This is an optimization exercise on Yosys and OpenROAD, whose aim is small area, a short achievable clock period and few clock cycles per item, not a production implementation. The RTL was checked by simulation tests, not by an equivalence proof against the original design. Power is estimated from default activity; no workload was simulated.

== job 101 ==
==> flow/design.v (excerpt) <==
module contiguous_block_allocator (
  input  wire logic              clk_i,
  input  wire logic              rst_ni,
  input  wire logic              req_valid,
  output logic                   req_ready,
  input  wire logic [1:0]        req_type,
  input  wire logic [7:0]        req_handle,
  input  wire logic [19:0]       req_size_bytes,
  output logic                   rsp_valid,
  input  wire logic              rsp_ready,
  output logic [1:0]             rsp_status,
  output logic [7:0]             rsp_start_block,
  output logic [8:0]             rsp_current_usage,
  output logic [8:0]             rsp_peak_usage,
  input  wire logic              psel,
  input  wire logic              penable,
  input  wire logic              pwrite,
  input  wire logic [cba_pkg::PaddrW-1:0] paddr,
  input  wire logic [31:0]       pwdata,
  output logic [31:0]            prdata,
  output logic                   pready
);
  localparam int BsW = cba_pkg::BsW;
  logic [BsW-1:0] block_size_q, bs_eff;
  logic           bs_zero_q;
  assign pready = 1'b1;
  assign prdata = paddr[2] ? 32'd0 : {{(32-BsW){1'b0}}, block_size_q};
  assign bs_eff = {block_size_q[BsW-1:1], block_size_q[0] | bs_zero_q};
  always_ff @(posedge clk_i or negedge rst_ni) begin
    if (!rst_ni) begin
      block_size_q <= cba_pkg::BsReset;
      bs_zero_q    <= 1'b0;
    end else if (psel && penable && pwrite && !paddr[2]) begin
      block_size_q <= pwdata[BsW-1:0];
      bs_zero_q    <= (pwdata[BsW-1:0] == '0);
    end
  end
  logic        adv, f_valid, f_zero, f_big, h_valid, h_pop, n_valid;
  logic [9:0]  f_tag;
  logic [7:0]  f_q;
  logic [19:0] h_data, n_data;
  assign req_ready = adv;
  cba_front u_front (
    .clk_i   (clk_i),
    .rst_ni  (rst_ni),
    .adv_i   (adv),
    .bs_i    (bs_eff),
    .valid_i (req_valid && adv),
    .tag_i   ({req_type, req_handle}),
    .bytes_i (req_size_bytes),
    .valid_o (f_valid),
    .tag_o   (f_tag),
    .zero_o  (f_zero),
    .big_o   (f_big),
    .q_o     (f_q)
  );
  cba_queue #(.W(20)) u_queue (
    .clk_i        (clk_i),
    .rst_ni       (rst_ni),
    .push_valid_i (f_valid),
    .push_ready_o (adv),
  ...
==> flow/config.mk <==
export PLATFORM = sky130hd
export DESIGN_NAME = contiguous_block_allocator
export DESIGN_NICKNAME = contiguous_block_allocator
export VERILOG_FILES = /design/flow/design.v
export SDC_FILE = /design/flow/constraint.sdc
export NUM_CORES = 4
export LEC_CHECK = 0
export CAP_MARGIN = 20
export CORE_MARGIN = 2
export CORE_UTILIZATION = 40
export CTS_BUF_LIST = sky130_fd_sc_hd__clkbuf_8
export GPL_TIMING_DRIVEN = 0
export SETUP_SLACK_MARGIN = 2.5
export SLEW_MARGIN = 20
export SYNTH_HIERARCHICAL = 1
==> flow/constraint.sdc <==
create_clock -name core_clock -period 10.0 [get_ports {clk_i}]
set_input_delay 2.0000 -clock core_clock [delete_from_list [all_inputs] [get_ports {clk_i}]]
set_output_delay 2.0000 -clock core_clock [all_outputs]
set_load 0.01 [all_outputs]
run.sh (not shown) runs the stock make flow with config.mk's settings and CLKGATE_MAP_FILE= SYNTH_SCRIPT=/design/flow/synth_recipe.tcl, a recipe that flattens the netlist after the stock synthesis.
Job 101 finished all stages; the layout is clean.
Testbench counts of job 101, summed over its fixed seeds: cycles 6,558, items 4,000.
Input-level comparison between job 102 and job 101:
-- flow/config.mk --
<<< job 101, line 10
export CORE_UTILIZATION = 40
export CTS_BUF_LIST = sky130_fd_sc_hd__clkbuf_8
export GPL_TIMING_DRIVEN = 0
export SETUP_SLACK_MARGIN = 2.5
export SLEW_MARGIN = 20
>>> job 102, line 10
export CORE_UTILIZATION = 40
export GPL_TIMING_DRIVEN = 0
export SETUP_SLACK_MARGIN = 3.5
export SLEW_MARGIN = 20
--- outcome ---
Worst setup path startpoint: u_back.x_q[5]$_DFFE_PN0P_ -> job 102, u_back.pd_seh_q[12]$_DFF_PN0_ -> job 101
Taking job 101 as the reference, in job 102 clock buffer count from CTS now sits lower, flip-flop and latch share of the layout cell area now sits lower, top fanout value on the critical path now sits lower, sum of routed wire length over all layers now sits lower.
Compared with job 101, job 102 shows pin count of the biggest net entering global routing that has gone down by a little under 10%.
Job 102 finished every step from synthesis to the final layout, and the layout passed the timing, DRC and antenna checks.
Met1 usage in global routing (job 102 over job 101): decrease, 2.6 points
## Diff of input files: job 103 against job 102
-- flow/config.mk --
<<< job 102, line 7
export LEC_CHECK = 0
export CAP_MARGIN = 20
export CORE_MARGIN = 2
>>> job 103, line 7
export LEC_CHECK = 0
export CAP_MARGIN = 5
export CORE_MARGIN = 2
<<< job 102, line 11
export GPL_TIMING_DRIVEN = 0
export SETUP_SLACK_MARGIN = 3.5
export SLEW_MARGIN = 20
export SYNTH_HIERARCHICAL = 1
>>> job 103, line 11
export GPL_TIMING_DRIVEN = 0
export SETUP_SLACK_MARGIN = 2.5
export SLEW_MARGIN = 5
export SYNTH_HIERARCHICAL = 1
## What came out
- To summarise job 103: no stage aborted, but the layout did not pass its checks, failing on capacitance limit, slew limit.
- In the flow results for job 102 and job 103, the smallest setup slack after layout is larger on job 102.
- Note that the summed area of non-filler cells in the final layout recorded for job 103 amounts to 0.940 times the value seen in job 102.
- Of the two values seen for critical path startpoint, u_back.x_q[5]$_DFFE_PN0P_ was produced by job 102 and u_back.pd_lge_q[3]$_DFF_P_ by job 103.
- In the flow results for job 102 and job 103, the endpoint arrival time on the critical path is smaller on job 102.
- Global-route wire length before repair, job 102 and job 103: higher on job 103
- Going from job 102 to job 103, number of logic stages on the critical path including buffering shrank by a few percent.
- In the flow results for job 102 and job 103, the post-place setup slack is larger on job 102.
- Compared with job 102, in job 103 post-route minimum period rose 0.24 ns, internal portion of total power fell about 12%, smallest hold slack rose 0.010 ns, sequential share of layout area rose 1.8 points.

==> re-timing with driven ports <==
How much do the figures lean on ideal ports? The routed layouts below were timed once more, with nothing changed but the port constraints.
Step 1 (the two cells are an assumption about what drives the block):
set clk [get_ports {clk_i}]
set_driving_cell -lib_cell sky130_fd_sc_hd__clkbuf_16 $clk
set_driving_cell -lib_cell sky130_fd_sc_hd__buf_2 [delete_from_list [all_inputs] $clk]
Step 2, shift: input delay + t, output delay - t, t = (earliest + latest rising clock arrival at the registers) / 2. This alone moves slack from input paths to output paths.
Slacks: ideal ports / drivers / drivers and shift; pairs: ideal ports / drivers.
| run | t (ns) | setup slack, ns | worst hold slack (ns) |
|---|---|---|---|
| job 101 | 1.123 | 2.357 / 2.357 / 2.357 | 0.414 / 0.414 / 0.414 |
| job 102 | 0.912 | 2.576 / 2.576 / 2.576 | 0.403 / 0.403 / 0.403 |
| job 103 | 0.911 | 2.340 / 2.340 / 2.340 | 0.413 / 0.413 / 0.413 |
